This design comes from an exercise in tuning for a short achievable clock period and few clock cycles on the open sky130 flow, not from production work. Only simulation tests tie the RTL to the original design; equivalence was not proved. Power and IR drop assume default switching activity.

[flow/config.mk]
export PLATFORM = sky130hd
export DESIGN_NAME = tlv_tag_table_extractor
export DESIGN_NICKNAME = tlv_tag_table_extractor
export VERILOG_FILES = /design/flow/design.v
export SDC_FILE = /design/flow/constraint.sdc
export NUM_CORES = 4
export LEC_CHECK = 0
export CAP_MARGIN = 40
export CORE_MARGIN = 2
export CORE_UTILIZATION = 30
export SLEW_MARGIN = 20
export TNS_END_PERCENT = 100
[flow/constraint.sdc]
create_clock -name core_clock -period 10.0 [get_ports {clock}]
set_input_delay 2.0000 -clock core_clock [delete_from_list [all_inputs] [get_ports {clock}]]
set_output_delay 2.0000 -clock core_clock [all_outputs]
set_load 0.01 [all_outputs]
[flow/design.v]
package ttx_pkg;
   localparam logic CMD_LOAD = 1'b0;
   localparam logic CMD_BYTE = 1'b1;
   localparam logic [2:0] STAT_OK     = 3'd0;
   localparam logic [2:0] STAT_SHORT  = 3'd1;
   localparam logic [2:0] STAT_DUP    = 3'd2;
   localparam logic [2:0] STAT_OVFL   = 3'd3;
   localparam logic [2:0] STAT_TRUNC  = 3'd4;
endpackage
module ttx_tag_cell (
   input  logic        clock,
   input  logic        load_en,
   input  logic [23:0] load_tag,
   input  logic [7:0]  byte_in,
   input  logic        hex_ok,      
   input  logic [3:0]  hex_val,     
   output logic        is_hex,
   output logic        is_two,
   output logic [5:0]  match
);
   logic [23:0] tag_ff;
   logic        hex_ff;
   logic        two_ff;
   always_ff @(posedge clock) begin
      if (load_en) begin
         tag_ff <= load_tag;
         hex_ff <= (load_tag[23:16] == 8'hFF);
         two_ff <= (load_tag[23:16] != 8'hFF) && (load_tag[20:16] == 5'h1F);
      end
   end
   assign is_hex = hex_ff;
   assign is_two = two_ff;
   always_comb begin
      for (int k = 0; k < 6; k++) begin
         match[k] = hex_ok && (hex_val == tag_ff[23-4*k -: 4]);
      end
      if (!hex_ff) begin
         match[0] = (byte_in == tag_ff[23:16]);
         match[1] = !two_ff || (byte_in == tag_ff[15:8]);
         for (int k = 2; k < 6; k++) match[k] = 1'b1;
      end
   end
endmodule
module tlv_tag_table_extractor #(
   parameter int MAX_TAGS    = 32,
   parameter int STORE_BYTES = 1024
) (
   input  logic        clock,
   input  logic        reset,
   input  logic        req_valid,
   output logic        req_ready,
   input  logic        req_command,
   input  logic [4:0]  req_tag_slot,
   input  logic [23:0] req_tag_bytes,
   input  logic [7:0]  req_data_byte,
   input  logic        req_last_byte,
   output logic        rsp_valid,
   input  logic        rsp_ready,
   output logic [4:0]  rsp_tag_index,
   output logic [7:0]  rsp_value_byte,
   output logic        rsp_value_valid,
   output logic        rsp_value_end,
   output logic [9:0]  rsp_store_offset,
   output logic        rsp_message_done,
   output logic [2:0]  rsp_status,
   input  logic        csr_wr_en,
   input  logic [5:0]  csr_wr_data
);
   localparam int NT = 32;    
   localparam int W  = 14;    
   localparam int QD = 4;     
   localparam int RW = 29;    
   localparam logic [2:0] PH_SCAN  = 3'd0;
   localparam logic [2:0] PH_BER1  = 3'd1;
   localparam logic [2:0] PH_BERN  = 3'd2;
   localparam logic [2:0] PH_ALEN  = 3'd3;
   localparam logic [2:0] PH_VALUE = 3'd4;
   localparam logic [2:0] PH_LCHK  = 3'd5;
   localparam logic [2:0] PH_EDUP  = 3'd6;
   localparam logic [2:0] PH_EOVF  = 3'd7;
   logic        rdy;
   logic        i_v;
   logic        i_cmd;
   logic [4:0]  i_slot;
   logic [23:0] i_tag;
   logic [7:0]  i_byte;
   logic        i_last;
   logic        c_v;
   logic [5:0]  c_data;
   assign req_ready = rdy;
   always_ff @(posedge clock) begin
      i_cmd  <= req_command;
      i_slot <= req_tag_slot;
      i_tag  <= req_tag_bytes;
      i_byte <= req_data_byte;
      i_last <= req_last_byte;
      c_data <= csr_wr_data;
      if (reset) begin
         i_v <= 1'b0;
         c_v <= 1'b0;
      end else begin
         i_v <= req_valid & rdy;
         c_v <= csr_wr_en;
      end
   end
   logic [NT-1:0] active;
   always_ff @(posedge clock) begin
      if (reset) active <= '0;
      else if (c_v) begin
         for (int i = 0; i < NT; i++) active[i] <= (7'(i) < 7'(c_data));
      end
   end
   logic        hex_ok;
   logic [3:0]  hex_v;
   always_comb begin
      hex_ok = 1'b1;
      hex_v  = i_byte[3:0];
      if (i_byte >= 8'h30 && i_byte <= 8'h39) hex_v = i_byte[3:0];
      else if ((i_byte >= 8'h41 && i_byte <= 8'h46) || (i_byte >= 8'h61 && i_byte <= 8'h66))
         hex_v = i_byte[3:0] + 4'd9;
      else hex_ok = 1'b0;
   end
   logic [NT-1:0] t_hex;
   logic [NT-1:0] t_two;
   logic [6*NT-1:0] t_match;
   for (genvar i = 0; i < NT; i++) begin : g_cell
      ttx_tag_cell u_cell (
         .clock   (clock),
         .load_en (i_v && i_cmd == ttx_pkg::CMD_LOAD && i_slot == 5'(i)),
         .load_tag(i_tag),
         .byte_in (i_byte),
         .hex_ok  (hex_ok),
         .hex_val (hex_v),
         .is_hex  (t_hex[i]),
         .is_two  (t_two[i]),
         .match   (t_match[6*i +: 6])
      );
   end
   logic          e_v;
   logic [7:0]    e_byte;
   logic          e_last;
   logic [NT-1:0] e_hex;
   logic [NT-1:0] e_two;
   logic [NT-1:0] e_m [6];    
   always_ff @(posedge clock) begin
      if (reset) e_v <= 1'b0;
      else e_v <= i_v && i_cmd == ttx_pkg::CMD_BYTE;
      e_byte <= i_byte;
      e_last <= i_last;
      e_hex  <= t_hex;
      e_two  <= t_two;
      for (int k = 0; k < 6; k++)
         for (int i = 0; i < NT; i++) e_m[k][i] <= t_match[6*i+k];
   end
   localparam int EW = 3*NT + 16;    
   logic [W-1:0]  w_v;
   logic [7:0]    w_b   [W];
   logic [W-1:0]  w_l;
   logic [NT-1:0] w_c   [W];    
   logic [NT-1:0] w_h   [W];    
   logic [NT-1:0] w_t   [W];
   logic [4:0]    w_n   [W];    
   logic [W-1:0]  w_cl;         
   logic [W-1:0]  tp;           
   logic [W-1:0]  hp;           
   logic [4:0]    cnt;
   logic          adv;          
   logic [EW-1:0] u [W];
   always_comb begin
      for (int j = 0; j < W; j++) begin
         logic upd;
         logic [NT-1:0] sel;
         logic [NT-1:0] c;
         logic [4:0]    n;
         upd = e_v && !w_cl[j] && !w_n[j][4];
         sel = e_m[1];
         if (w_n[j][0]) sel = e_m[2];
         if (w_n[j][1]) sel = e_m[3];
         if (w_n[j][2]) sel = e_m[4];
         if (w_n[j][3]) sel = e_m[5];
         c = upd ? (w_c[j] & sel) : w_c[j];
         n = upd ? {w_n[j][3:0], 1'b1} : w_n[j];
         if (e_v && tp[j])
            u[j] = {e_m[0], e_hex, e_two, 5'd0, e_last, e_last, e_byte, 1'b1};
         else
            u[j] = {c, w_h[j], w_t[j], n, w_cl[j] | (e_v & e_last), w_l[j], w_b[j], w_v[j]};
      end
   end
   logic [W-1:0]  hp1;
   logic [W-1:0]  hp2;
   logic [EW-1:0] m_h2;
   assign hp1 = {hp[W-2:0], hp[W-1]};
   assign hp2 = {hp1[W-2:0], hp1[W-1]};
   always_comb begin
      m_h2 = '0;
      for (int j = 0; j < W; j++)
         m_h2 = m_h2 | ({EW{hp2[j]}} & {w_c[j], w_h[j], w_t[j], w_n[j], w_cl[j], w_l[j], w_b[j],
                                        w_v[j]});
   end
   logic [EW-1:0] u_h0;
   logic [EW-1:0] u_h1;
   logic [EW-1:0] u_h2;
   logic [EW-1:0] h0;
   logic [EW-1:0] h1;
   logic          ins_h [3];
   logic [EW-1:0] src_h [3];
   logic [EW-1:0] dst_h [3];
   assign ins_h[0] = e_v && |(tp & hp);
   assign ins_h[1] = e_v && |(tp & hp1);
   assign ins_h[2] = e_v && |(tp & hp2);
   assign src_h[0] = h0;
   assign src_h[1] = h1;
   assign src_h[2] = m_h2;
   always_comb begin
      for (int x = 0; x < 3; x++) begin
         logic [NT-1:0] c;
         logic [NT-1:0] h;
         logic [NT-1:0] t;
         logic [4:0]    n;
         logic          cl;
         logic          l;
         logic [7:0]    bb;
         logic          v;
         logic          up;
         logic [NT-1:0] sel;
         {c, h, t, n, cl, l, bb, v} = src_h[x];
         up = e_v && !cl && !n[4];
         sel = e_m[1];
         if (n[0]) sel = e_m[2];
         if (n[1]) sel = e_m[3];
         if (n[2]) sel = e_m[4];
         if (n[3]) sel = e_m[5];
         if (ins_h[x])
            dst_h[x] = {e_m[0], e_hex, e_two, 5'd0, e_last, e_last, e_byte, 1'b1};
         else
            dst_h[x] = {up ? (c & sel) : c, h, t, up ? {n[3:0], 1'b1} : n, cl | (e_v & e_last),
                        l, bb, v};
      end
   end
   assign u_h0 = dst_h[0];
   assign u_h1 = dst_h[1];
   assign u_h2 = dst_h[2];
   always_ff @(posedge clock) begin
      if (reset) begin
         w_v <= '0;
         cnt <= '0;
         tp  <= W'(1);
         hp  <= W'(1);
      end else begin
         for (int j = 0; j < W; j++) w_v[j] <= u[j][0] && !(adv && hp[j]);
         cnt <= cnt - 5'(adv) + 5'(e_v);
         if (e_v) tp <= {tp[W-2:0], tp[W-1]};
         if (adv) hp <= hp1;
      end
      for (int j = 0; j < W; j++) begin
         {w_c[j], w_h[j], w_t[j], w_n[j], w_cl[j], w_l[j], w_b[j]} <= u[j][EW-1:1];
      end
   end
   always_ff @(posedge clock) begin
      if (reset) begin
         h0 <= '0;
         h1 <= '0;
      end else if (adv) begin
         h0 <= u_h1;
         h1 <= u_h2;
      end else begin
         h0 <= u_h0;
         h1 <= u_h1;
      end
   end
   logic          p_pend [2];
   logic          p_none [2];
   logic          p_hex  [2];
   logic          p_two  [2];
   logic [4:0]    p_slot [2];
   logic [NT-1:0] p_win  [2];
   always_comb begin
      for (int s = 0; s < 2; s++) begin
         logic [EW-1:0] e;
         logic [NT-1:0] ec;
         logic [NT-1:0] eh;
         logic [NT-1:0] et;
         logic [4:0]    en;
         logic          ecl;
         logic [NT-1:0] cmp;
         logic [NT-1:0] nf;
         logic [NT-1:0] pre;
         e = (s == 0) ? h0 : h1;
         {ec, eh, et, en, ecl} = e[EW-1:10];
         for (int i = 0; i < NT; i++)
            cmp[i] = eh[i] ? en[4] : (et[i] ? en[0] : 1'b1);
         nf = active & ec & (ecl ? cmp : {NT{1'b1}});
         pre = {nf[NT-2:0], 1'b0};
         for (int d = 1; d < NT; d = d * 2) pre = pre | (pre << d);
         p_win[s]  = nf & ~pre;
         p_none[s] = ~|nf;
         p_pend[s] = |(p_win[s] & ~cmp);
         p_hex[s]  = |(p_win[s] & eh);
         p_two[s]  = |(p_win[s] & et);
         for (int b = 0; b < 5; b++) begin
            logic [NT-1:0] m;
            for (int i = 0; i < NT; i++) m[i] = i[b];
            p_slot[s][b] = |(p_win[s] & m);
         end
      end
   end
   logic          d_ok;
   logic          d_pend;
   logic          d_none;
   logic          d_hex;
   logic          d_two;
   logic [4:0]    d_slot;
   logic [NT-1:0] d_win;
   always_ff @(posedge clock) begin
      if (reset) d_ok <= 1'b0;
      else d_ok <= adv ? h1[0] : h0[0];
      d_pend <= adv ? p_pend[1] : p_pend[0];
      d_none <= adv ? p_none[1] : p_none[0];
      d_hex  <= adv ? p_hex[1]  : p_hex[0];
      d_two  <= adv ? p_two[1]  : p_two[0];
      d_slot <= adv ? p_slot[1] : p_slot[0];
      d_win  <= adv ? p_win[1]  : p_win[0];
   end
   logic [2:0]    ph;
   logic [2:0]    skip;
   logic [15:0]   acc;
   logic [6:0]    kc;
   logic [15:0]   rem;
   logic [10:0]   off;
   logic [10:0]   rr;        
   logic [4:0]    slot;
   logic [NT-1:0] seen;
   logic          first;
   logic          pend_end;
   logic [2:0]    n_ph;
   logic [2:0]    n_skip;
   logic [15:0]   n_acc;
   logic [6:0]    n_kc;
   logic [15:0]   n_rem;
   logic [10:0]   n_off;
   logic [10:0]   n_rr;
   logic [4:0]    n_slot;
   logic [NT-1:0] n_seen;
   logic          n_first;
   logic          n_pend_end;
   logic          room;
   logic          pa;
   logic          pb;
   logic [RW-1:0] ra;
   logic [RW-1:0] rb;
   function automatic logic [RW-1:0] mk_res(input logic [4:0] ti, input logic [7:0] vb,
                                            input logic vv, input logic ve,
                                            input logic [9:0] so, input logic md,
                                            input logic [2:0] st);
      mk_res = {ti, vb, vv, ve, so, md, st};
   endfunction
   logic [7:0]  b0;
   logic        l0;
   logic        v0;
   logic        ovf;
   logic        zlen;
   logic        rem1;
   logic        seen_hit;
   logic [15:0] alen_v;
   logic [2:0]  ph_a;
   logic        clr;
   logic [2:0]  st_a;
   assign b0 = h0[8:1];
   assign l0 = h0[9];
   assign v0 = h0[0];
   always_comb begin
      ovf      = (rem[15:11] != 5'd0) || (rem[10:0] > rr);
      zlen     = (rem == 16'd0);
      rem1     = (rem == 16'd1);
      seen_hit = |(d_win & seen);
      alen_v   = (acc << 3) + (acc << 1) + {8'd0, b0} - 16'h30;
   end
   logic        d_rdy;
   logic [2:0]  eph;         
   assign d_rdy = d_ok && !d_pend;
   always_comb begin
      n_ph       = ph;
      n_skip     = skip;
      n_acc      = acc;
      n_kc       = kc;
      n_rem      = rem;
      n_off      = off;
      n_rr       = rr;
      n_slot     = slot;
      n_seen     = seen;
      n_first    = first;
      n_pend_end = pend_end;
      pa         = 1'b0;
      pb         = 1'b0;
      ra         = '0;
      rb         = '0;
      clr        = 1'b0;
      st_a       = ttx_pkg::STAT_OK;
      if (ph == PH_LCHK)
         adv = room && v0 && !pend_end && d_rdy;
      else
         adv = room && v0 && ((first && l0) || skip != 3'd0 || ph != PH_SCAN || d_rdy);
      eph = ph;
      if (ph == PH_LCHK) eph = ovf ? PH_EOVF : (zlen ? PH_SCAN : PH_VALUE);
      ph_a = eph;
      if (room && ph == PH_LCHK) begin
         if (pend_end) begin
            pb = 1'b1;
            if (ovf) rb = mk_res('0, '0, 1'b0, 1'b0, '0, 1'b1, ttx_pkg::STAT_OVFL);
            else if (zlen) begin
               pa = 1'b1;
               ra = mk_res(slot, '0, 1'b0, 1'b1, off[9:0], 1'b0, '0);
               rb = mk_res('0, '0, 1'b0, 1'b0, '0, 1'b1, ttx_pkg::STAT_OK);
            end else
               rb = mk_res('0, '0, 1'b0, 1'b0, '0, 1'b1, ttx_pkg::STAT_TRUNC);
            clr = 1'b1;
         end else begin
            if (zlen) begin
               pa = 1'b1;
               ra = mk_res(slot, '0, 1'b0, 1'b1, off[9:0], 1'b0, '0);
            end else if (!ovf) begin
               n_seen = seen | (NT'(1) << slot);
            end
            n_ph = eph;
         end
      end
      if (adv) begin
         if (first && l0) begin
            pb = 1'b1;
            rb = mk_res('0, '0, 1'b0, 1'b0, '0, 1'b1, ttx_pkg::STAT_SHORT);
            clr = 1'b1;
         end else begin
            if (skip != 3'd0) begin
               n_skip = skip - 3'd1;
            end else begin
               case (eph)
                  PH_SCAN: begin
                     if (!d_none) begin
                        if (seen_hit) ph_a = PH_EDUP;
                        else begin
                           n_slot = d_slot;
                           n_acc = '0;
                           if (d_hex) begin
                              ph_a = PH_ALEN;
                              n_kc = 7'd3;
                              n_skip = 3'd5;
                           end else begin
                              ph_a = PH_BER1;
                              n_skip = d_two ? 3'd1 : 3'd0;
                           end
                        end
                     end
                  end
                  PH_BER1: begin
                     if (!b0[7]) begin
                        n_rem = {8'd0, b0};
                        ph_a = PH_LCHK;
                     end else if (b0[6:0] == 7'd0) begin
                        n_rem = '0;
                        ph_a = PH_LCHK;
                     end else begin
                        n_kc = b0[6:0];
                        n_acc = '0;
                        ph_a = PH_BERN;
                     end
                  end
                  PH_BERN: begin
                     n_acc = {acc[7:0], b0};
                     n_kc = kc - 7'd1;
                     if (kc == 7'd1) begin
                        n_rem = {acc[7:0], b0};
                        ph_a = PH_LCHK;
                     end
                  end
                  PH_ALEN: begin
                     n_acc = alen_v;
                     n_kc = kc - 7'd1;
                     if (kc == 7'd1) begin
                        n_rem = alen_v;
                        ph_a = PH_LCHK;
                     end
                  end
                  PH_VALUE: begin
                     pa = 1'b1;
                     ra = mk_res(slot, b0, 1'b1, rem1, off[9:0], 1'b0, '0);
                     n_off = off + 11'd1;
                     n_rr = rr - 11'd1;
                     n_rem = rem - 16'd1;
                     if (rem1) ph_a = PH_SCAN;
                  end
                  default: begin
                  end
               endcase
            end
            n_first = 1'b0;
            n_ph = ph_a;
            if (l0) begin
               case (ph_a)
                  PH_SCAN: st_a = ttx_pkg::STAT_OK;
                  PH_EDUP: st_a = ttx_pkg::STAT_DUP;
                  PH_EOVF: st_a = ttx_pkg::STAT_OVFL;
                  default: st_a = ttx_pkg::STAT_TRUNC;
               endcase
               if (ph_a == PH_LCHK) n_pend_end = 1'b1;
               else begin
                  pb = 1'b1;
                  rb = mk_res('0, '0, 1'b0, 1'b0, '0, 1'b1, st_a);
                  clr = 1'b1;
               end
            end
         end
      end
      if (clr) begin
         n_ph       = PH_SCAN;
         n_skip     = '0;
         n_acc      = '0;
         n_kc       = '0;
         n_rem      = '0;
         n_off      = '0;
         n_rr       = 11'(STORE_BYTES);
         n_slot     = '0;
         n_seen     = '0;
         n_first    = 1'b1;
         n_pend_end = 1'b0;
      end
   end
   always_ff @(posedge clock) begin
      if (reset) begin
         ph       <= PH_SCAN;
         skip     <= '0;
         acc      <= '0;
         kc       <= '0;
         rem      <= '0;
         off      <= '0;
         rr       <= 11'(STORE_BYTES);
         slot     <= '0;
         seen     <= '0;
         first    <= 1'b1;
         pend_end <= 1'b0;
      end else begin
         ph       <= n_ph;
         skip     <= n_skip;
         acc      <= n_acc;
         kc       <= n_kc;
         rem      <= n_rem;
         off      <= n_off;
         rr       <= n_rr;
         slot     <= n_slot;
         seen     <= n_seen;
         first    <= n_first;
         pend_end <= n_pend_end;
      end
   end
   always_ff @(posedge clock) begin
      if (reset) rdy <= 1'b0;
      else rdy <= (5'(cnt) + 5'(e_v) + 5'(i_v) + 5'(rdy) + 5'd1) <= 5'(W);
   end
   logic [RW-1:0] q [QD];
   logic [QD-1:0] q_wp;      
   logic [QD-1:0] q_rp;      
   logic [QD-1:0] q_t;       
   logic          o_v;
   logic [RW-1:0] o_r;
   logic          o_ld;
   logic          q_pop;
   logic [QD-1:0] q_wp1;
   logic [RW-1:0] q_head;
   assign q_wp1 = {q_wp[QD-2:0], q_wp[QD-1]};
   assign room  = !q_t[QD-2];
   assign o_ld  = !o_v || rsp_ready;
   assign q_pop = o_ld && q_t[0];
   always_comb begin
      q_head = '0;
      for (int k = 0; k < QD; k++) q_head = q_head | ({RW{q_rp[k]}} & q[k]);
   end
   always_ff @(posedge clock) begin
      if (reset) begin
         q_wp <= QD'(1);
         q_rp <= QD'(1);
         q_t  <= '0;
         o_v  <= 1'b0;
      end else begin
         if (pa && pb) q_wp <= {q_wp1[QD-2:0], q_wp1[QD-1]};
         else if (pa || pb) q_wp <= q_wp1;
         if (q_pop) q_rp <= {q_rp[QD-2:0], q_rp[QD-1]};
         case ({pa && pb, pa ^ pb, q_pop})
            3'b100: q_t <= {q_t[QD-3:0], 2'b11};
            3'b101, 3'b010: q_t <= {q_t[QD-2:0], 1'b1};
            3'b001: q_t <= {1'b0, q_t[QD-1:1]};
            default: q_t <= q_t;
         endcase
         if (o_ld) o_v <= q_t[0];
      end
      for (int k = 0; k < QD; k++) begin
         if (pa && q_wp[k]) q[k] <= ra;
         else if (pb && (pa ? q_wp1[k] : q_wp[k])) q[k] <= rb;
      end
      if (q_pop) o_r <= q_head;
   end
   assign rsp_valid = o_v;
   assign {rsp_tag_index, rsp_value_byte, rsp_value_valid, rsp_value_end, rsp_store_offset,
           rsp_message_done, rsp_status} = o_r;
endmodule
[flow/flow/run.sh]
#!/bin/bash
# Layout flow: the standard ORFS flow (standard synthesis, placement, CTS,
# routing) at the design's clock period and constraints. Only the repair
# settings differ: timing repair aims for a larger setup slack, and the
# post-route antenna repair may iterate more often.
# make's full output goes to flow_make.log in this folder; each ORFS step
# keeps its own log under orfs/logs/.
set -euo pipefail
bash standard.sh SETUP_SLACK_MARGIN=6.5 MAX_REPAIR_ANTENNAS_ITER_DRT=10 finish > flow_make.log 2>&1
[flow/standard.sh]
#!/bin/bash
# synth_recipe.tcl (not shown) runs the flow's synth.tcl, then flattens the netlist and writes it again
# the make line also repeats each setting of config.mk as NAME=value (left out here)
make -C /OpenROAD-flow-scripts/flow DESIGN_CONFIG=/design/flow/config.mk WORK_HOME=/design/flow/orfs CLKGATE_MAP_FILE= SYNTH_SCRIPT=/design/flow/synth_recipe.tcl "${@:-finish}"
==> impl_metrics.env, run 1 <==
export IMPL_status="complete, no violations"
export IMPL_yosys_warnings=19
export IMPL_synth_nets=15800
export IMPL_start_util=0.301
export IMPL_grtUsageTotal=0.253
export IMPL_routabilityCongestion=1.01
export IMPL_dieHeight_um=738
export IMPL_clkPwrFrac=0.447
export IMPL_clock_fmax_mhz=270
export IMPL_clk_pin_slew_ns=0.06
export IMPL_cap_violations=0
export IMPL_synth_top_cell_by_area="edfxtp_1"
export IMPL_dieArea_sq_um=544000
export IMPL_finClkSkew_ns=0.105
export IMPL_pre_cts_ws_ns=4.81
export IMPL_p_leak_nw=62.4
export IMPL_fin_ws_ns=6.30
export IMPL_area_growth_pct=15.9
export IMPL_drc=0
export IMPL_routedWlPerCell_um=31.8
export IMPL_end_kind="flop"
export IMPL_via_per_inst=6.04
export IMPL_async_flop_share=0
export IMPL_grt_pass1_vias=124000
export IMPL_cts_hold_buffers_added=0
export IMPL_cpMostUsedCell="buf_4"
export IMPL_numCtsBuffers=352
export IMPL_endpoint="h1[84]"
export IMPL_netlist_top_cells_area="edfxtp_1 (45%), dfxtp_1 (11%), xor2_1 (4.2%)"
export IMPL_critPathLaunchType="flop"
export IMPL_combPwrFrac=0.055
export IMPL_crit_chain="buf_4, buf_4, a22oi_1, nand3_2, buf_6, o21ai_0, a31oi_1, a21oi_1, nor3_1"
export IMPL_final_common_cell="edfxtp_1"
export IMPL_antenna_left=0
export IMPL_tightestPinTransition_ns=1.05
export IMPL_min_period_ns=3.70
export IMPL_hp_class="flop to flop"
export IMPL_ys_flop_type="edfxtp_1"
export IMPL_p_seq_frac=0.498
export IMPL_swShare=0.236
export IMPL_grt_start_max_net_pins=163
export IMPL_vdd_drop_max_uv=149
export IMPL_rsz0062_at_grt="yes"
export IMPL_cp_max_fo=32
export IMPL_drtIter0Drc=23600
export IMPL_final_cell_mix="edfxtp_1 (2447), nor2_1 (1644), o21ai_0 (1321), a21oi_1 (1257), nand2_1 (1009)"
export IMPL_die_x_um=738
export IMPL_setup_viol=0
export IMPL_period_share=0.370
export IMPL_placementRows=269
export IMPL_ys_ff_latch=3307
export IMPL_wirelength_um=726000
export IMPL_p_sw_mw=7.03
export IMPL_io_buffers=80
export IMPL_crit_start="hp[4]"
export IMPL_clock_tree_root_cell="clkbuf_16"
export IMPL_worstSetupPathType="flop to flop"
export IMPL_r2r_end="h1[84]"
export IMPL_clockBufferDepth=4
export IMPL_cts_tree="done"
export IMPL_clock_latency_ns=1.03
export IMPL_slowest_stage="dfxtp_4"
export IMPL_r2r_slack_ns=6.30
export IMPL_p_total_mw=29.8
export IMPL_power_density_nw_per_um2=159
export IMPL_vias=138000
export IMPL_ys_types=89
export IMPL_max_stage_delay_ns=0.68
export IMPL_io_pins=81
export IMPL_final_layout_size_suffix_gt1_frac=0.108
export IMPL_drv_slew=0
export IMPL_clock_sinks=3307
export IMPL_synth_edf_count=2447
export IMPL_critPathArrivalTime_ns=4.61
export IMPL_ys_seq_area_frac=0.562
export IMPL_postSynthCellCount=15700
export IMPL_regToRegStartpoint="hp[4]"
export IMPL_grt_ovfl_total=0
export IMPL_hold_viol=0
export IMPL_dr_pass1_iters=15
export IMPL_internal_power_mw=22.7
export IMPL_antenna_found_initial=61
export IMPL_crit_required_ns=10.91
export IMPL_finalSetupTns_ns=0
export IMPL_h_tree_depth=5
export IMPL_slew_headroom=0.298
export IMPL_r2r_cells=9
export IMPL_grt_pass1_wl_um=987000
export IMPL_placeableCoreArea_sq_um=536000
export IMPL_syn_area_sq_um=162000
export IMPL_synth_top_cell_area_share=0.455
export IMPL_avgSynthCellArea_sq_um=10.3
export IMPL_nets=15400
export IMPL_dp_hpwl_um=431000
[power groups by stage]
stage / combinational (mW) / sequential (mW) / clock (mW)
global placement: 1.42 / 15.1 / 0
floorplan: 0.961 / 15.0 / 0
global route: 1.69 / 14.8 / 13.9
CTS: 1.52 / 14.8 / 13.3
detailed placement: 1.47 / 15.1 / 0
finish: 1.62 / 14.8 / 13.3
[state kept, by name (all words and copies together) (netlist names), 70 cells and up]
register / flops
h0: 112
w_c: 448
w_t: 448
e_m: 192
w_b: 112
q: 116
w_h: 448
w_n: 70
g_cell.u_cell.tag_ff: 768
h1: 112
[per-stage QoR]
stage               instance area [sq um]  std cells  utilization  hold slack, ns
floorplan                          162000      15700            -           0.310
global placement                   169000      21800        0.315           0.315
detailed placement                 172000      21900        0.321           0.314
CTS                                185000      22700        0.345           0.331
global route                       187000      22800        0.349           0.344
finish                             187000      22800        0.349           0.326
[cells in the mapped netlist, drive strengths merged (259+ instances only)]
cell type / count
o21ai: 1335
dfxtp: 860
nor2: 1687
nand3: 688
xor2: 782
buf: 381
a22oi: 587
mux2i: 660
clkbuf: 1103
edfxtp: 2447
nor3: 289
nand4: 259
nand2: 1032
a21oi: 1269
xnor2: 408
[metal layers]
layer / track usage / wire length [um] / vias up
li1: - / - / 56800
met5: 0.0139 / 1360 / -
met2: 0.360 / 291000 / 11200
met1: 0.312 / 261000 / 66400
met4: 0.162 / 59700 / 60
met3: 0.109 / 113000 / 3240
[worst max-delay path: cells and delay by family, from the launching register on]
kind / cells / cell delay [ns]
buffers and inverters: 3 / 1.57
DFF: 1 / 0.68
AOI/OAI and AO/OA: 4 / 0.66
and+or+nand+nor: 2 / 0.54
[cells by family (layout without fill, tap and decap cells)]
| kind of cell | Yosys count | after routing | share of synthesized area |
|---|---|---|---|
| compound gates | 4252 | 4252 | 0.160 |
| xor+xnor | 1190 | 1190 | 0.0645 |
| fa+ha+maj | 74 | 74 | 0.00615 |
| buf+inv | 1674 | 1610 | 0.0391 |
| flops | 3307 | 3307 | 0.562 |
| mux | 699 | 699 | 0.0436 |
| other cells | 0 | 53 | 0 |
| simple gates | 4465 | 4467 | 0.125 |
[worst min-delay path by stage]
stage	from	to	slack, ns	depth (start not counted)
2_1_floorplan	i_last	e_last	0.31	0
3_3_place_gp	i_last	e_last	0.32	0
3_5_place_dp	i_last	e_last	0.31	0
4_1_cts	i_last	e_last	0.33	0
5_1_grt	i_last	e_last	0.34	0
6_report	i_last	e_last	0.33	0
[cell type report]
cell class | instances | area [sq um]
Fill cell | 52800 | 349000
Clock buffer | 503 | 9940
Tap cell | 7181 | 8980
Multi-Input combinational cell | 10700 | 65700
Sequential cell | 3307 | 91000
Timing Repair Buffer | 763 | 9130
Antenna cell | 53 | 133
Timing Repair inverter | 2 | 17.5
Clock inverter | 152 | 1560
Inverter | 190 | 790
[what timing repair did]
action / in CTS / in global routing
gates resized for setup: 306 / 110
setup endpoints to repair: 816 / 524
cloned: 11 / 4
setup buffers: 61 / 53
pin swaps: 40 / 49
Testbench counts, summed over its fixed seeds: cycles 104,713.
==> run 2, diff against run 1 <==
--- a/flow/design.v
+++ b/flow/design.v
@@ -22,12 +22,10 @@
    logic        hex_ff;
    logic        two_ff;
    always_ff @(posedge clock) begin
-      if (load_en) begin
-         tag_ff <= load_tag;
-         hex_ff <= (load_tag[23:16] == 8'hFF);
-         two_ff <= (load_tag[23:16] != 8'hFF) && (load_tag[20:16] == 5'h1F);
-      end
+      if (load_en) tag_ff <= load_tag;
    end
+   assign hex_ff = (tag_ff[23:16] == 8'hFF);
+   assign two_ff = (tag_ff[23:16] != 8'hFF) && (tag_ff[20:16] == 5'h1F);
    assign is_hex = hex_ff;
    assign is_two = two_ff;
    always_comb begin
@@ -67,7 +65,7 @@
    input  logic [5:0]  csr_wr_data
 );
    localparam int NT = 32;    
-   localparam int W  = 14;    
+   localparam int W  = 12;    
    localparam int QD = 4;     
    localparam int RW = 29;    
    localparam logic [2:0] PH_SCAN  = 3'd0;
@@ -139,26 +137,27 @@
    logic          e_v;
    logic [7:0]    e_byte;
    logic          e_last;
-   logic [NT-1:0] e_hex;
-   logic [NT-1:0] e_two;
+   logic [NT-1:0] e_s1;       
+   logic [NT-1:0] e_s0;       
    logic [NT-1:0] e_m [6];    
    always_ff @(posedge clock) begin
       if (reset) e_v <= 1'b0;
       else e_v <= i_v && i_cmd == ttx_pkg::CMD_BYTE;
       e_byte <= i_byte;
       e_last <= i_last;
-      e_hex  <= t_hex;
-      e_two  <= t_two;
+      for (int i = 0; i < NT; i++) begin
+         e_s1[i] <= t_match[6*i] && (t_hex[i] || t_two[i]);
+         e_s0[i] <= t_match[6*i] && !t_two[i];
+      end
       for (int k = 0; k < 6; k++)
          for (int i = 0; i < NT; i++) e_m[k][i] <= t_match[6*i+k];
    end
-   localparam int EW = 3*NT + 16;    
+   localparam int EW = 2*NT + 16;    
    logic [W-1:0]  w_v;
    logic [7:0]    w_b   [W];
    logic [W-1:0]  w_l;
-   logic [NT-1:0] w_c   [W];    
-   logic [NT-1:0] w_h   [W];    
-   logic [NT-1:0] w_t   [W];
+   logic [NT-1:0] w_s1  [W];    
+   logic [NT-1:0] w_s0  [W];    
    logic [4:0]    w_n   [W];    
    logic [W-1:0]  w_cl;         
    logic [W-1:0]  tp;           
@@ -170,7 +169,6 @@
       for (int j = 0; j < W; j++) begin
          logic upd;
          logic [NT-1:0] sel;
-         logic [NT-1:0] c;
          logic [4:0]    n;
          upd = e_v && !w_cl[j] && !w_n[j][4];
          sel = e_m[1];
@@ -178,12 +176,13 @@
          if (w_n[j][1]) sel = e_m[3];
          if (w_n[j][2]) sel = e_m[4];
          if (w_n[j][3]) sel = e_m[5];
-         c = upd ? (w_c[j] & sel) : w_c[j];
+         if (!upd) sel = '1;
          n = upd ? {w_n[j][3:0], 1'b1} : w_n[j];
          if (e_v && tp[j])
-            u[j] = {e_m[0], e_hex, e_two, 5'd0, e_last, e_last, e_byte, 1'b1};
+            u[j] = {e_s1, e_s0, 5'd0, e_last, e_last, e_byte, 1'b1};
          else
-            u[j] = {c, w_h[j], w_t[j], n, w_cl[j] | (e_v & e_last), w_l[j], w_b[j], w_v[j]};
+            u[j] = {w_s1[j] & sel, w_s0[j] & sel, n, w_cl[j] | (e_v & e_last), w_l[j], w_b[j],
+                    w_v[j]};
       end
    end
    logic [W-1:0]  hp1;
@@ -194,7 +193,7 @@
    always_comb begin
       m_h2 = '0;
       for (int j = 0; j < W; j++)
-         m_h2 = m_h2 | ({EW{hp2[j]}} & {w_c[j], w_h[j], w_t[j], w_n[j], w_cl[j], w_l[j], w_b[j],
+         m_h2 = m_h2 | ({EW{hp2[j]}} & {w_s1[j], w_s0[j], w_n[j], w_cl[j], w_l[j], w_b[j],
                                         w_v[j]});
    end
    logic [EW-1:0] u_h0;
@@ -213,9 +212,8 @@
    assign src_h[2] = m_h2;
    always_comb begin
       for (int x = 0; x < 3; x++) begin
-         logic [NT-1:0] c;
-         logic [NT-1:0] h;
-         logic [NT-1:0] t;
+         logic [NT-1:0] s1;
+         logic [NT-1:0] s0;
          logic [4:0]    n;
          logic          cl;
          logic          l;
@@ -223,17 +221,18 @@
          logic          v;
          logic          up;
          logic [NT-1:0] sel;
-         {c, h, t, n, cl, l, bb, v} = src_h[x];
+         {s1, s0, n, cl, l, bb, v} = src_h[x];
          up = e_v && !cl && !n[4];
          sel = e_m[1];
          if (n[0]) sel = e_m[2];
          if (n[1]) sel = e_m[3];
          if (n[2]) sel = e_m[4];
          if (n[3]) sel = e_m[5];
+         if (!up) sel = '1;
          if (ins_h[x])
-            dst_h[x] = {e_m[0], e_hex, e_two, 5'd0, e_last, e_last, e_byte, 1'b1};
+            dst_h[x] = {e_s1, e_s0, 5'd0, e_last, e_last, e_byte, 1'b1};
          else
-            dst_h[x] = {up ? (c & sel) : c, h, t, up ? {n[3:0], 1'b1} : n, cl | (e_v & e_last),
+            dst_h[x] = {s1 & sel, s0 & sel, up ? {n[3:0], 1'b1} : n, cl | (e_v & e_last),
                         l, bb, v};
       end
    end
@@ -253,7 +252,7 @@
          if (adv) hp <= hp1;
       end
       for (int j = 0; j < W; j++) begin
-         {w_c[j], w_h[j], w_t[j], w_n[j], w_cl[j], w_l[j], w_b[j]} <= u[j][EW-1:1];
+         {w_s1[j], w_s0[j], w_n[j], w_cl[j], w_l[j], w_b[j]} <= u[j][EW-1:1];
       end
    end
    always_ff @(posedge clock) begin
@@ -277,7 +276,8 @@
    always_comb begin
       for (int s = 0; s < 2; s++) begin
          logic [EW-1:0] e;
-         logic [NT-1:0] ec;
+         logic [NT-1:0] es1;
+         logic [NT-1:0] es0;
          logic [NT-1:0] eh;
          logic [NT-1:0] et;
          logic [4:0]    en;
@@ -286,10 +286,12 @@
          logic [NT-1:0] nf;
          logic [NT-1:0] pre;
          e = (s == 0) ? h0 : h1;
-         {ec, eh, et, en, ecl} = e[EW-1:10];
+         {es1, es0, en, ecl} = e[EW-1:10];
+         eh = es1 & es0;
+         et = es1 & ~es0;
          for (int i = 0; i < NT; i++)
             cmp[i] = eh[i] ? en[4] : (et[i] ? en[0] : 1'b1);
-         nf = active & ec & (ecl ? cmp : {NT{1'b1}});
+         nf = active & (es1 | es0) & (ecl ? cmp : {NT{1'b1}});
          pre = {nf[NT-2:0], 1'b0};
          for (int d = 1; d < NT; d = d * 2) pre = pre | (pre << d);
          p_win[s]  = nf & ~pre;
@@ -332,6 +334,8 @@
    logic [NT-1:0] seen;
    logic          first;
    logic          pend_end;
+   logic          ovf_r;     
+   logic          zl_r;      
    logic [2:0]    n_ph;
    logic [2:0]    n_skip;
    logic [15:0]   n_acc;
@@ -361,7 +365,19 @@
    logic        zlen;
    logic        rem1;
    logic        seen_hit;
-   logic [15:0] alen_v;
+   logic [15:0] alen_1;
+   logic [15:0] alen_2;
+   logic [15:0] alen_3;
+   logic [8:0]  alen_lo;
+   logic [7:0]  alen_h0;
+   logic [7:0]  alen_h1;
+   logic        alen_gt0;
+   logic        alen_gt1;
+   logic        alen_ovf;
+   logic        alen_zl;
+   logic [15:0] ber_n;
+   logic        n_ovf;
+   logic        n_zl;
    logic [2:0]  ph_a;
    logic        clr;
    logic [2:0]  st_a;
@@ -369,14 +385,25 @@
    assign l0 = h0[9];
    assign v0 = h0[0];
    always_comb begin
-      ovf      = (rem[15:11] != 5'd0) || (rem[10:0] > rr);
-      zlen     = (rem == 16'd0);
+      ovf      = ovf_r;
+      zlen     = zl_r;
       rem1     = (rem == 16'd1);
       seen_hit = |(d_win & seen);
-      alen_v   = (acc << 3) + (acc << 1) + {8'd0, b0} - 16'h30;
+      alen_1   = ({8'd0, b0} << 6) + ({8'd0, b0} << 5) + ({8'd0, b0} << 2) - 16'd5328;
+      alen_2   = acc + ({8'd0, b0} << 3) + ({8'd0, b0} << 1);
+      alen_lo  = {1'b0, acc[7:0]} + {1'b0, b0};
+      alen_h0  = acc[15:8];
+      alen_h1  = acc[15:8] + 8'd1;
+      alen_3   = {alen_lo[8] ? alen_h1 : alen_h0, alen_lo[7:0]};
+      alen_gt0 = (alen_h0[7:3] != 5'd0) || ({alen_h0[2:0], alen_lo[7:0]} > rr);
+      alen_gt1 = (alen_h1[7:3] != 5'd0) || ({alen_h1[2:0], alen_lo[7:0]} > rr);
+      alen_ovf = alen_lo[8] ? alen_gt1 : alen_gt0;
+      alen_zl  = (alen_lo[7:0] == 8'd0) && (alen_lo[8] ? (alen_h1 == 8'd0) : (alen_h0 == 8'd0));
+      ber_n    = {acc[7:0], b0};
    end
    logic        d_rdy;
    logic [2:0]  eph;         
+   logic        goes_lchk;   
    assign d_rdy = d_ok && !d_pend;
    always_comb begin
       n_ph       = ph;
@@ -390,6 +417,8 @@
       n_seen     = seen;
       n_first    = first;
       n_pend_end = pend_end;
+      n_ovf      = ovf_r;
+      n_zl       = zl_r;
       pa         = 1'b0;
       pb         = 1'b0;
       ra         = '0;
@@ -454,9 +483,13 @@
                   PH_BER1: begin
                      if (!b0[7]) begin
                         n_rem = {8'd0, b0};
+                        n_ovf = ({3'd0, b0} > rr);
+                        n_zl  = (b0 == 8'd0);
                         ph_a = PH_LCHK;
                      end else if (b0[6:0] == 7'd0) begin
                         n_rem = '0;
+                        n_ovf = 1'b0;
+                        n_zl  = 1'b1;
                         ph_a = PH_LCHK;
                      end else begin
                         n_kc = b0[6:0];
@@ -465,18 +498,23 @@
                      end
                   end
                   PH_BERN: begin
-                     n_acc = {acc[7:0], b0};
+                     n_acc = ber_n;
                      n_kc = kc - 7'd1;
                      if (kc == 7'd1) begin
-                        n_rem = {acc[7:0], b0};
+                        n_rem = ber_n;
+                        n_ovf = (ber_n[15:11] != 5'd0) || (ber_n[10:0] > rr);
+                        n_zl  = (ber_n == 16'd0);
                         ph_a = PH_LCHK;
                      end
                   end
                   PH_ALEN: begin
-                     n_acc = alen_v;
                      n_kc = kc - 7'd1;
+                     if (kc == 7'd3) n_acc = alen_1;
+                     else n_acc = alen_2;
                      if (kc == 7'd1) begin
-                        n_rem = alen_v;
+                        n_rem = alen_3;
+                        n_ovf = alen_ovf;
+                        n_zl  = alen_zl;
                         ph_a = PH_LCHK;
                      end
                   end
@@ -510,6 +548,12 @@
             end
          end
       end
+      goes_lchk = (skip == 3'd0) && !(first && l0) &&
+                  ((eph == PH_BER1 && (!b0[7] || b0[6:0] == 7'd0)) ||
+                   ((eph == PH_BERN || eph == PH_ALEN) && kc == 7'd1));
+      pa = (room && ph == PH_LCHK && zlen) ||
+           (adv && eph == PH_VALUE && skip == 3'd0 && !(first && l0));
+      pb = (room && ph == PH_LCHK && pend_end) || (adv && l0 && !goes_lchk);
       if (clr) begin
          n_ph       = PH_SCAN;
          n_skip     = '0;
@@ -537,6 +581,8 @@
          seen     <= '0;
          first    <= 1'b1;
          pend_end <= 1'b0;
+         ovf_r    <= 1'b0;
+         zl_r     <= 1'b1;
       end else begin
          ph       <= n_ph;
          skip     <= n_skip;
@@ -549,6 +595,8 @@
          seen     <= n_seen;
          first    <= n_first;
          pend_end <= n_pend_end;
+         ovf_r    <= n_ovf;
+         zl_r     <= n_zl;
       end
    end
    always_ff @(posedge clock) begin
@@ -565,6 +613,7 @@
    logic          q_pop;
    logic [QD-1:0] q_wp1;
    logic [RW-1:0] q_head;
+   logic [RW-1:0] o_diff;
    assign q_wp1 = {q_wp[QD-2:0], q_wp[QD-1]};
    assign room  = !q_t[QD-2];
    assign o_ld  = !o_v || rsp_ready;
@@ -572,6 +621,7 @@
    always_comb begin
       q_head = '0;
       for (int k = 0; k < QD; k++) q_head = q_head | ({RW{q_rp[k]}} & q[k]);
+      o_diff = q_pop ? (q_head ^ o_r) : '0;
    end
    always_ff @(posedge clock) begin
       if (reset) begin
@@ -595,7 +645,8 @@
          if (pa && q_wp[k]) q[k] <= ra;
          else if (pb && (pa ? q_wp1[k] : q_wp[k])) q[k] <= rb;
       end
-      if (q_pop) o_r <= q_head;
+      if (reset) o_r <= '0;
+      else o_r <= o_r ^ o_diff;
    end
    assign rsp_valid = o_v;
    assign {rsp_tag_index, rsp_value_byte, rsp_value_valid, rsp_value_end, rsp_store_offset,
==> run 2 against run 1 <==
- still clean on timing, DRC and antenna
- critical path depth shrank 3
- non-clock buffer count is 78 lower
- worst hold slack improved by 0.0060 ns
- setup slack better by 0.10 ns
- combinational power is 22% lower
- via count shrank 8.9%
- die area is 17% lower
- clock power shrank about 20%
- final cell count decreased by 7.1%
- global-route usage up 1.1 points
- highest routed layer unchanged
==> impl_metrics.env, run 2 <==
export IMPL_synth_nets=15500
export IMPL_clk_pin_slew_ns=0.06
export IMPL_clock_tree_root_cell="clkbuf_16"
export IMPL_critPathLaunchType="flop"
export IMPL_final_common_cell="nand2_1"
export IMPL_critPathArrivalTime_ns=4.32
export IMPL_clock_fmax_mhz=278
export IMPL_synthSimpleGateAreaFrac=0.198
export IMPL_ys_ff_latch=2538
export IMPL_worstSetupPathType="flop to flop"
export IMPL_period_share=0.360
export IMPL_netlist_top_cells_area="dfxtp_1 (23%), edfxtp_1 (22%), nand2_1 (8.4%)"
export IMPL_setup_viol=0
export IMPL_async_flop_share=0
export IMPL_grtUsageTotal=0.264
export IMPL_synthAdderAreaFrac=0.0114
export IMPL_synth_top_cell_by_area="dfxtp_1"
export IMPL_antenna_found_initial=34
export IMPL_vdd_drop_max_uv=125
export IMPL_wirelength_um=628000
export IMPL_min_period_ns=3.60
export IMPL_power_density_nw_per_um2=147
export IMPL_drc=0
export IMPL_numCtsBuffers=284
export IMPL_finalNonFillerCells=21200
export IMPL_synthMostInstantiatedCell="nand2_1"
export IMPL_finClkSkew_ns=0.0862
export IMPL_synth_compound_area_frac=0.140
export IMPL_whs_path_depth=0
export IMPL_synth_edf_count=992
export IMPL_whs_ns=0.332
export IMPL_hold_viol=0
export IMPL_grt_ovfl_total=0
export IMPL_cp_max_fo=42
export IMPL_synth_top_family_by_area="simple AND/OR/NAND/NOR gates"
export IMPL_final_cell_mix="nand2_1 (2967), dfxtp_1 (1407), nor2_1 (1193), edfxtp_1 (992), mux2i_1 (962)"
export IMPL_p_leak_nw=54.7
export IMPL_die_x_um=671
export IMPL_drtIter0Drc=20600
export IMPL_clockBufferDepth=4
export IMPL_dp_cells=20600
export IMPL_synth_common_cells="nand2_1 (2983), dfxtp_1 (1546), nor2_1 (1236)"
export IMPL_cap_violations=0
export IMPL_rsz0062_at_grt="yes"
export IMPL_grt_start_max_net_pins=116
export IMPL_final_layout_size_suffix_gt1_frac=0.0968
export IMPL_placeableCoreArea_sq_um=444000
export IMPL_dr_pass1_iters=10
export IMPL_dieArea_sq_um=451000
export IMPL_nets=15200
export IMPL_synth_mux_area_frac=0.0777
export IMPL_io_buffers=80
export IMPL_clock_latency_ns=0.90
export IMPL_ys_types=100
export IMPL_avgSynthCellArea_sq_um=8.71
export IMPL_h_tree_depth=5
export IMPL_crit_required_ns=10.72
export IMPL_ys_seq_area_frac=0.455
export IMPL_via_per_inst=5.92
export IMPL_dieHeight_um=671
export IMPL_cts_tree="done"
export IMPL_postSynthCellCount=15300
export IMPL_grt_pass1_vias=114000
export IMPL_p_total_mw=22.7
export IMPL_largest_register="g_cell.u_cell.tag_ff"
export IMPL_area_growth_pct=15.7
export IMPL_cts_hold_buffers_added=0
export IMPL_vias=126000
export IMPL_status="complete, no violations"
export IMPL_synthXorXnorAreaFrac=0.0776
export IMPL_io_pins=81
export IMPL_yosys_warnings=18
export IMPL_antenna_left=0
export IMPL_drv_slew=0
export IMPL_syn_area_sq_um=134000
export IMPL_finalSetupTns_ns=0
export IMPL_placementRows=245
export IMPL_routabilityCongestion=1.04
export IMPL_synth_top_cell_area_share=0.232
export IMPL_start_util=0.301
export IMPL_r2r_cells=6
export IMPL_end_kind="flop"
export IMPL_grt_pass1_wl_um=864000
export IMPL_slew_headroom=0.277
export IMPL_hp_class="flop to flop"
export IMPL_clock_sinks=2538
export IMPL_ys_flop_type="dfxtp_1"
export IMPL_largest_reg_flops=768
export IMPL_tightestPinTransition_ns=1.08
export IMPL_dp_hpwl_um=394000
export IMPL_routedWlPerCell_um=29.6
## run 2: worst max-delay path: stages (launching register included)
cell and delay (ns):
dfxtp_2 0.31, buf_4 0.39, nand2_4 0.60, inv_6 0.69, buf_4 0.89, nor2_1 0.08, a211oi_1 0.22
## run 2: final timing paths
check / start / end / slack [ns]
min reg2reg: i_last / e_last / 0.33
min: i_last / e_last / 0.33
max reg2reg: e_v / w_v[7] / 6.40
max: e_v / w_v[7] / 6.40
## run 2: area by class of cell
cell class / count / area [sq um]
fill: 45000 / 290000
multi-input combinational: 11400 / 68300
sequential: 2538 / 61000
clock buffer: 409 / 8160
timing repair buffer: 685 / 7990
tap: 5928 / 7420
clock inverter: 96 / 986
inverter: 163 / 682
antenna: 16 / 40.0
## run 2: kinds of logic (layout without fill, tap and decap cells)
| family | Yosys count | after routing |
|---|---|---|
| simple gates | 6101 | 6103 |
| compound gates | 2946 | 2946 |
| flops | 2538 | 2538 |
| buf+inv | 1431 | 1353 |
| xor+xnor | 1183 | 1183 |
| mux | 1029 | 1029 |
| fa+ha+maj | 112 | 112 |
| other cells | 0 | 16 |
## run 2: power breakdown
group | total (mW) | switching [mW] | internal (mW)
Clock | 10.6 | 4.52 | 6.06
Combinational | 1.27 | 0.847 | 0.424
Sequential | 10.9 | 0.118 | 10.8
## run 2: repair_timing
action | 4_1_cts | 5_1_grt
buffers inserted | 37 | 31
pin swaps | 16 | 20
endpoints found under the setup margin | 739 | 332
gates cloned | 5 | 3
resized for setup | 274 | 70
hold endpoints to repair | 0 | 0
## run 2: metrics by stage
stage	util	setup slack, ns	instance area (sq um)
finish	0.348	6.40	155000
floorplan	-	6.52	134000
CTS	0.345	6.50	153000
detailed placement	0.323	4.76	143000
global route	0.348	6.40	155000
global placement	0.316	4.56	140000
## run 2: routing by layer
| layer | part of all wire | global-route usage |
|---|---|---|
| met1 | 0.38 | 0.338 |
| met2 | 0.41 | 0.384 |
| met3 | 0.14 | 0.0830 |
| met4 | 0.078 | 0.165 |
| met5 | 0.00043 | 0.000744 |
Testbench counts of run 2, summed over its fixed seeds: cycles 104,722.
==> run 3, diff against run 2 <==
--- a/flow/design.v
+++ b/flow/design.v
@@ -85,6 +85,8 @@
    logic        i_last;
    logic        c_v;
    logic [5:0]  c_data;
+   logic        hex_ok;      
+   logic [3:0]  hex_v;       
    assign req_ready = rdy;
    always_ff @(posedge clock) begin
       i_cmd  <= req_command;
@@ -93,6 +95,13 @@
       i_byte <= req_data_byte;
       i_last <= req_last_byte;
       c_data <= csr_wr_data;
+      hex_ok <= 1'b1;
+      hex_v  <= req_data_byte[3:0];
+      if (req_data_byte >= 8'h30 && req_data_byte <= 8'h39) hex_v <= req_data_byte[3:0];
+      else if ((req_data_byte >= 8'h41 && req_data_byte <= 8'h46) ||
+               (req_data_byte >= 8'h61 && req_data_byte <= 8'h66))
+         hex_v <= req_data_byte[3:0] + 4'd9;
+      else hex_ok <= 1'b0;
       if (reset) begin
          i_v <= 1'b0;
          c_v <= 1'b0;
@@ -108,16 +117,6 @@
          for (int i = 0; i < NT; i++) active[i] <= (7'(i) < 7'(c_data));
       end
    end
-   logic        hex_ok;
-   logic [3:0]  hex_v;
-   always_comb begin
-      hex_ok = 1'b1;
-      hex_v  = i_byte[3:0];
-      if (i_byte >= 8'h30 && i_byte <= 8'h39) hex_v = i_byte[3:0];
-      else if ((i_byte >= 8'h41 && i_byte <= 8'h46) || (i_byte >= 8'h61 && i_byte <= 8'h66))
-         hex_v = i_byte[3:0] + 4'd9;
-      else hex_ok = 1'b0;
-   end
    logic [NT-1:0] t_hex;
    logic [NT-1:0] t_two;
    logic [6*NT-1:0] t_match;
@@ -204,9 +203,9 @@
    logic          ins_h [3];
    logic [EW-1:0] src_h [3];
    logic [EW-1:0] dst_h [3];
-   assign ins_h[0] = e_v && |(tp & hp);
-   assign ins_h[1] = e_v && |(tp & hp1);
-   assign ins_h[2] = e_v && |(tp & hp2);
+   assign ins_h[0] = e_v && cnt == 5'd0;
+   assign ins_h[1] = e_v && cnt == 5'd1;
+   assign ins_h[2] = e_v && cnt == 5'd2;
    assign src_h[0] = h0;
    assign src_h[1] = h1;
    assign src_h[2] = m_h2;
==> run 3 against run 2 <==
- synthesized area is 0.89% higher
- flip-flop and latch count is 5 higher
- register-to-register slack better by 0.04 ns
- critical path depth is 5 higher
- via count is 1.0% lower
- worst hold slack worse by 0.025 ns
- design area hardly changed
- global-route usage is 0.84 points lower
- combinational power is about 10% lower
- maximum frequency is 1.2% higher
- routed wire length is 2.4% lower
- critical endpoint is now h1[45]
==> impl_metrics.env, run 3 <==
export IMPL_synth_top_cell_area_share=0.230
export IMPL_slew_headroom=0.292
export IMPL_dieArea_sq_um=455000
export IMPL_wirelength_um=612000
export IMPL_antenna_left=0
export IMPL_min_period_ns=3.56
export IMPL_max_stage_delay_ns=0.53
export IMPL_avgSynthCellArea_sq_um=8.82
export IMPL_finalNonFillerCells=21100
export IMPL_p_sw_mw=5.54
export IMPL_finalSetupTns_ns=0
export IMPL_finClkSkew_ns=0.0906
export IMPL_ys_ff_latch=2543
export IMPL_grt_pass1_vias=113000
export IMPL_io_buffers=80
export IMPL_largest_reg_flops=768
export IMPL_antenna_found_initial=37
export IMPL_vdd_drop_max_uv=147
export IMPL_area_growth_pct=14.6
export IMPL_drv_slew=0
export IMPL_setup_viol=0
export IMPL_nets=15100
export IMPL_h_tree_depth=5
export IMPL_dp_cells=20500
export IMPL_regToRegStartpoint="hp[9]"
export IMPL_ys_seq_area_frac=0.451
export IMPL_period_share=0.356
export IMPL_p_seq_frac=0.477
export IMPL_hp_class="flop to flop"
export IMPL_placeableCoreArea_sq_um=448000
export IMPL_power_density_nw_per_um2=148
export IMPL_tightestPinTransition_ns=1.05
export IMPL_numCtsBuffers=284
export IMPL_drtIter0Drc=19900
export IMPL_final_layout_size_suffix_gt1_frac=0.0958
export IMPL_grt_ovfl_total=0
export IMPL_syn_area_sq_um=135000
export IMPL_hold_start="i_last"
export IMPL_clockBufferDepth=4
export IMPL_yosys_warnings=18
export IMPL_dp_hpwl_um=387000
export IMPL_vias=124000
export IMPL_postSynthCellCount=15300
export IMPL_start_util=0.301
export IMPL_combPwrFrac=0.050
export IMPL_largest_register="g_cell.u_cell.tag_ff"
export IMPL_hold_viol=0
export IMPL_final_cell_mix="nand2_1 (2968), dfxtp_1 (1403), nor2_1 (1046), nand3_1 (1025), edfxtp_1 (992)"
export IMPL_end_kind="flop"
export IMPL_rsz0062_at_grt="yes"
export IMPL_crit_chain="buf_6, a22oi_1, nand4_1, nor2_4, buf_8, nor2_1, a211oi_1, a21oi_1, nand2_1, o2111ai_1, a221oi_1"
export IMPL_swShare=0.242
export IMPL_netlist_top_cells_area="dfxtp_1 (23%), edfxtp_1 (22%), nand2_1 (8.3%)"
export IMPL_ys_types=99
export IMPL_placementRows=246
export IMPL_nFillCells=45600
export IMPL_grtUsageTotal=0.256
export IMPL_synth_edf_count=992
export IMPL_synthMostInstantiatedCell="nand2_1"
export IMPL_synth_top_cell_by_area="dfxtp_1"
export IMPL_via_per_inst=5.89
export IMPL_cp_max_fo=44
export IMPL_io_pins=81
export IMPL_dr_pass1_iters=9
export IMPL_status="complete, no violations"
export IMPL_clkPwrFrac=0.473
export IMPL_internal_power_mw=17.3
export IMPL_cap_violations=0
export IMPL_dieHeight_um=674
export IMPL_clk_pin_slew_ns=0.06
export IMPL_ys_flop_type="dfxtp_1"
export IMPL_synth_common_cells="nand2_1 (2984), dfxtp_1 (1551), nor2_1 (1089)"
export IMPL_die_x_um=674
export IMPL_critPathLaunchType="flop"
export IMPL_clock_latency_ns=0.95
export IMPL_synth_nets=15500
export IMPL_grt_pass1_wl_um=848000
export IMPL_clock_fmax_mhz=281
export IMPL_clock_sinks=2543
export IMPL_routedWlPerCell_um=29.0
export IMPL_grt_start_max_net_pins=98
export IMPL_critPathArrivalTime_ns=4.39
export IMPL_async_flop_share=0
export IMPL_crit_start="hp[9]"
export IMPL_slowest_stage="dfxtp_4"
export IMPL_worstSetupPathType="flop to flop"
export IMPL_cts_tree="done"
export IMPL_drc=0
export IMPL_clock_tree_root_cell="clkbuf_16"
export IMPL_routabilityCongestion=1.06
export IMPL_crit_required_ns=10.83
export IMPL_p_leak_nw=54.0
export IMPL_final_common_cell="nand2_1"
## run 3: worst paths after layout
| kind | end | slack (ns) | cells past startpoint |
|---|---|---|---|
| worst max-delay path | h1[45] | 6.44 | 11 |
| worst min-delay path | e_last | 0.31 | 0 |
| worst max register to register | h1[45] | 6.44 | 11 |
| worst min register to register | e_last | 0.31 | 0 |
## run 3: power groups by stage
| stage | registers, mW | clock network, mW | logic [mW] |
|---|---|---|---|
| 6_report | 10.9 | 10.8 | 1.14 |
| 5_1_grt | 10.9 | 11.2 | 1.18 |
| 4_1_cts | 10.9 | 10.9 | 1.10 |
| 3_5_place_dp | 11.1 | 0 | 1.08 |
| 3_3_place_gp | 11.1 | 0 | 1.05 |
| 2_1_floorplan | 11.1 | 0 | 0.695 |
## run 3: through the flow
stage                     hold WS, ns  setup slack [ns]  area [sq um]   util  power (mW)
final                           0.307              6.44        154000  0.345        22.9
after global routing            0.330              6.45        154000  0.345        23.3
after CTS                       0.306              6.43        153000  0.342        22.9
after detailed placement        0.316              5.20        143000  0.320        12.2
after global placement          0.313              5.21        141000  0.315        12.2
after floorplan                 0.310              6.58        135000      -        11.8
## run 3: layout make-up
type / count / area [sq um] / area share
clock buffers: 404 / 8180 / 0.0530
well taps: 5952 / 7450 / 0.0482
repair buffers: 630 / 6340 / 0.0410
clock inverters: 111 / 1190 / 0.00768
multi-input cells: 11300 / 69600 / 0.450
diodes: 17 / 42.5 / 0.000275
inverters: 124 / 538 / 0.00348
flip-flops and latches: 2543 / 61100 / 0.396
repair inverters: 1 / 11.3 / 0.0000729
## run 3: layer usage
| metal | GRT usage | wire length (um) |
|---|---|---|
| met3 | 0.0840 | 81800 |
| met1 | 0.328 | 235000 |
| met2 | 0.372 | 250000 |
| met4 | 0.153 | 44900 |
| met5 | 0.00457 | 284 |
## run 3: timing repair
item | CTS | global route
gates resized for setup | 249 | 84
pin swaps | 13 | 24
setup buffers | 27 | 21
hold buffers | 0 | 0
gates cloned | 5 | 4
hold endpoints to repair | 0 | 0
endpoints found under the setup margin | 582 | 323
## run 3: worst max-delay path, delay by kind of cell, from the launching register on
family / cells / cell delay (ns)
AO/OA/AOI/OAI: 5 / 0.92
AND/OR/NAND/NOR: 4 / 1.13
flip-flops: 1 / 0.53
buffers and inverters: 2 / 0.77
## run 3: kinds of logic after synthesis
family | Yosys count | synth area share
DFF | 2543 | 0.451
and+or+nand+nor | 5943 | 0.192
adders and majority gates | 113 | 0.0114
xor gates and xnor gates | 1347 | 0.0875
AOI/OAI and AO/OA | 2919 | 0.143
muxes | 995 | 0.0743
buffers and inverters | 1430 | 0.0406
Testbench counts of run 3, summed over its fixed seeds: cycles 104,722.
==> run 4, diff against run 3 <==
==> flow/flow/run.sh (replaced) <==
#!/bin/bash
# Layout flow: the standard ORFS flow (standard synthesis, placement, CTS,
# routing) at the design's clock period and constraints. Only these settings
# differ: timing repair aims for a larger setup slack, the clock tree uses
# smaller sink clusters with buffers at most 200 um apart (a shorter clock
# insertion delay for every register alike), and the post-route antenna
# repair may iterate more often.
# make's full output goes to flow_make.log in this folder; each ORFS step
# keeps its own log under orfs/logs/.
set -euo pipefail
bash standard.sh SETUP_SLACK_MARGIN=6.7 CTS_CLUSTER_SIZE=20 CTS_CLUSTER_DIAMETER=150 \
   CTS_BUF_DISTANCE=200 MAX_REPAIR_ANTENNAS_ITER_DRT=10 finish > flow_make.log 2>&1
==> run 4 against run 3 <==
- still clean on timing, DRC and antenna
- combinational power barely moved
- setup slack better by 0.033 ns
- global-route usage grew 0.35 points
- clock power down 39%
- flip-flop and latch count stayed put
- utilization fell by 0.89 points
- worst hold slack better by 0.046 ns
- via count fell by 0.72%
- critical path depth shrank 2
- maximum frequency increased by 0.92%
- routed wire length grew 1.1%
- largest power group unchanged
==> impl_metrics.env, run 4 <==
export IMPL_cts_tree="done"
export IMPL_nets=15000
export IMPL_hold_path_end="e_last"
export IMPL_clock_sinks=2543
export IMPL_dp_cells=20500
export IMPL_largest_reg_flops=768
export IMPL_grt_start_max_net_pins=93
export IMPL_multi_input_area_sq_um=70000
export IMPL_whs_path_depth=0
export IMPL_clkPwrFrac=0.352
export IMPL_netlist_top_cells_area="dfxtp_1 (23%), edfxtp_1 (22%), nand2_1 (8.3%)"
export IMPL_power_density_nw_per_um2=124
export IMPL_antenna_left=0
export IMPL_slew_headroom=0.308
export IMPL_tightestPinTransition_ns=1.03
export IMPL_synth_top_cell_area_share=0.230
export IMPL_cp_max_fo=33
export IMPL_p_total_mw=18.6
export IMPL_final_util=0.336
export IMPL_ys_seq_area_frac=0.451
export IMPL_combPwrFrac=0.063
export IMPL_synthMostInstantiatedCell="nand2_1"
export IMPL_setup_viol=0
export IMPL_regToRegStartpoint="hp[6]"
export IMPL_status="complete, no violations"
export IMPL_routabilityCongestion=1.04
export IMPL_cts_hold_buffers_added=0
export IMPL_place_area_sq_um=143000
export IMPL_placementRows=246
export IMPL_internal_power_mw=14.0
export IMPL_grtUsageTotal=0.259
export IMPL_drv_slew=0
export IMPL_ys_flop_type="dfxtp_1"
export IMPL_clock_tree_root_cell="clkbuf_16"
export IMPL_async_flop_share=0
export IMPL_drc=0
export IMPL_io_pins=81
export IMPL_routedWlPerCell_um=29.7
export IMPL_grt_ovfl_total=0
export IMPL_vias=123000
export IMPL_synth_edf_count=992
export IMPL_via_per_inst=5.92
export IMPL_io_buffers=80
export IMPL_hold_start="i_last"
export IMPL_rsz0062_at_grt="yes"
export IMPL_placeableCoreArea_sq_um=448000
export IMPL_start_util=0.301
export IMPL_dieArea_sq_um=455000
export IMPL_swShare=0.249
export IMPL_final_layout_size_suffix_gt1_frac=0.0859
export IMPL_cap_violations=0
export IMPL_hold_viol=0
export IMPL_wirelength_um=619000
export IMPL_worstSetupPathType="flop to flop"
export IMPL_whs_ns=0.352
export IMPL_clock_fmax_mhz=284
export IMPL_end_kind="flop"
export IMPL_p_leak_nw=51.9
export IMPL_r2r_cells=9
export IMPL_pre_cts_ws_ns=4.87
export IMPL_avgSynthCellArea_sq_um=8.82
export IMPL_postSynthCellCount=15300
export IMPL_finalNonFillerCells=20900
export IMPL_synth_nets=15500
export IMPL_final_common_cell="nand2_1"
export IMPL_area_growth_pct=11.6
export IMPL_ys_ff_latch=2543
export IMPL_r2r_end="h1[61]"
export IMPL_h_tree_depth=4
export IMPL_critPathArrivalTime_ns=4.32
export IMPL_grt_pass1_vias=112000
export IMPL_dr_pass1_iters=9
export IMPL_p_sw_mw=4.64
export IMPL_dieHeight_um=674
export IMPL_fin_ws_ns=6.48
export IMPL_synth_top_cell_by_area="dfxtp_1"
export IMPL_regArea_sq_um=61200
export IMPL_finalSetupTns_ns=0
export IMPL_synth_common_cells="nand2_1 (2984), dfxtp_1 (1551), nor2_1 (1089)"
export IMPL_syn_area_sq_um=135000
export IMPL_r2r_slack_ns=6.48
export IMPL_vdd_drop_max_uv=113
export IMPL_min_period_ns=3.52
export IMPL_finClkSkew_ns=0.0959
export IMPL_p_seq_frac=0.585
export IMPL_period_share=0.352
export IMPL_ys_types=99
export IMPL_die_x_um=674
export IMPL_drtIter0Drc=19600
export IMPL_critPathLaunchType="flop"
export IMPL_hp_class="flop to flop"
export IMPL_antenna_found_initial=41
export IMPL_clockBufferDepth=4
export IMPL_nFillCells=46000
export IMPL_dp_hpwl_um=387000
export IMPL_crit_required_ns=10.79
export IMPL_clk_pin_slew_ns=0.09
export IMPL_clock_latency_ns=0.90
export IMPL_numCtsBuffers=149
export IMPL_final_cell_mix="nand2_1 (2967), dfxtp_1 (1387), nor2_1 (1044), nand3_1 (1023), edfxtp_1 (992)"
export IMPL_finalInstanceArea_sq_um=150000
export IMPL_largest_register="g_cell.u_cell.tag_ff"
export IMPL_grt_pass1_wl_um=856000
export IMPL_yosys_warnings=18
run 4: cell types whose count changed in the layout (fill, tap and decap cells not counted), moves of 16 or more:
cell | previous run | this run
dfxtp_4 | 41 | 61
clkbuf_8 | 39 | 0
buf_6 | 25 | 70
dfxtp_1 | 1403 | 1387
bufinv_16 | 17 | 0
clkinv_2 | 46 | 0
buf_2 | 45 | 19
clkbuf_16 | 295 | 151
run 4: power by group through the flow:
stage	registers, mW	clock network [mW]	logic (mW)
3_3_place_gp	11.1	0	1.05
6_report	10.9	6.55	1.17
5_1_grt	10.9	6.92	1.21
2_1_floorplan	11.1	0	0.695
4_1_cts	10.9	6.59	1.11
3_5_place_dp	11.1	0	1.09
run 4: kinds of logic (layout without fill, tap and decap cells):
logic type	count (synthesis)	count (layout)	synth area share
and+or+nand+nor	5943	5950	0.192
other	0	22	0
muxes	995	995	0.0743
xor gates and xnor gates	1347	1347	0.0875
adders and majority gates	113	113	0.0114
AOI/OAI and AO/OA	2919	2921	0.143
buffers and inverters	1430	1013	0.0406
DFF	2543	2543	0.451
run 4: worst max-delay path by stage:
stage,endpoint,start,cells past startpoint
6_report,h1[61],hp[6],9
5_1_grt,ovf_r,h0[1],16
4_1_cts,d_pend,h1[10],11
3_5_place_dp,d_pend,h0[11],11
3_3_place_gp,d_pend,skip[0],13
2_1_floorplan,ovf_r,h0[1],16
run 4: timing repair:
| action | CTS | global route |
|---|---|---|
| pin swaps | 30 | 27 |
| endpoints found under the hold margin | 0 | 0 |
| gates resized for setup | 377 | 127 |
| endpoints found under the setup margin | 802 | 319 |
| cloned | 18 | 0 |
| setup buffers | 55 | 51 |
run 4: per-layer routing:
layer | up-vias | global-route usage | part of all wire
li1 | 53100 | - | -
met1 | 58900 | 0.330 | 0.38
met2 | 9071 | 0.380 | 0.41
met3 | 2274 | 0.0861 | 0.14
met4 | 18 | 0.152 | 0.073
met5 | - | 0.00244 | 0.00019
run 4: worst max-delay path: stages, from the launching register on:
cell and delay (ns):
dfxtp_4 0.57, buf_6 0.35, a22o_1 0.24, a221oi_1 0.49, nand3_1 0.39, nand4_1 0.22
buf_6 0.41, buf_12 0.28, o2111ai_1 0.16, a221oi_1 0.30
run 4: layout make-up:
type | instances | share of cell area
clock inverter | 11 | 0.000865
inverter | 124 | 0.00352
timing repair buffer | 663 | 0.0469
timing repair inverter | 2 | 0.000116
sequential | 2543 | 0.407
clock buffer | 213 | 0.0267
multi-input combinational | 11300 | 0.465
tap | 5952 | 0.0495
antenna | 22 | 0.000366

-- afterwards: timing with drivers on the ports --
Ports are ideal in the flow. The routed layouts listed here were re-timed in OpenROAD.
Step 1 assumes that a clkbuf_16 drives the clock port and a buf_2 every other input.
Step 2 moves the port delays by t, midway between the first and last clock arrival at a register: inputs arrive t later, outputs are due t later. That takes back most of the time a late clock gives input paths.
Three values: ideal, step 1, step 2; two values: the first two.
run	shift t [ns]	setup slack, ns	worst register clock-pin slew, ns
run 1	1.114	6.297 / 6.193 / 5.657	0.07 / 0.07
run 2	0.995	6.402 / 6.402 / 5.643	0.07 / 0.07
run 3	1.009	6.444 / 6.444 / 5.967	0.07 / 0.07
run 4	0.941	6.476 / 6.476 / 5.934	0.10 / 0.10
After both steps setup and hold are still met in every run listed. The setup slack of run 2, which loses most, moves by 0.000 ns with the drivers and by -0.759 ns with both steps.
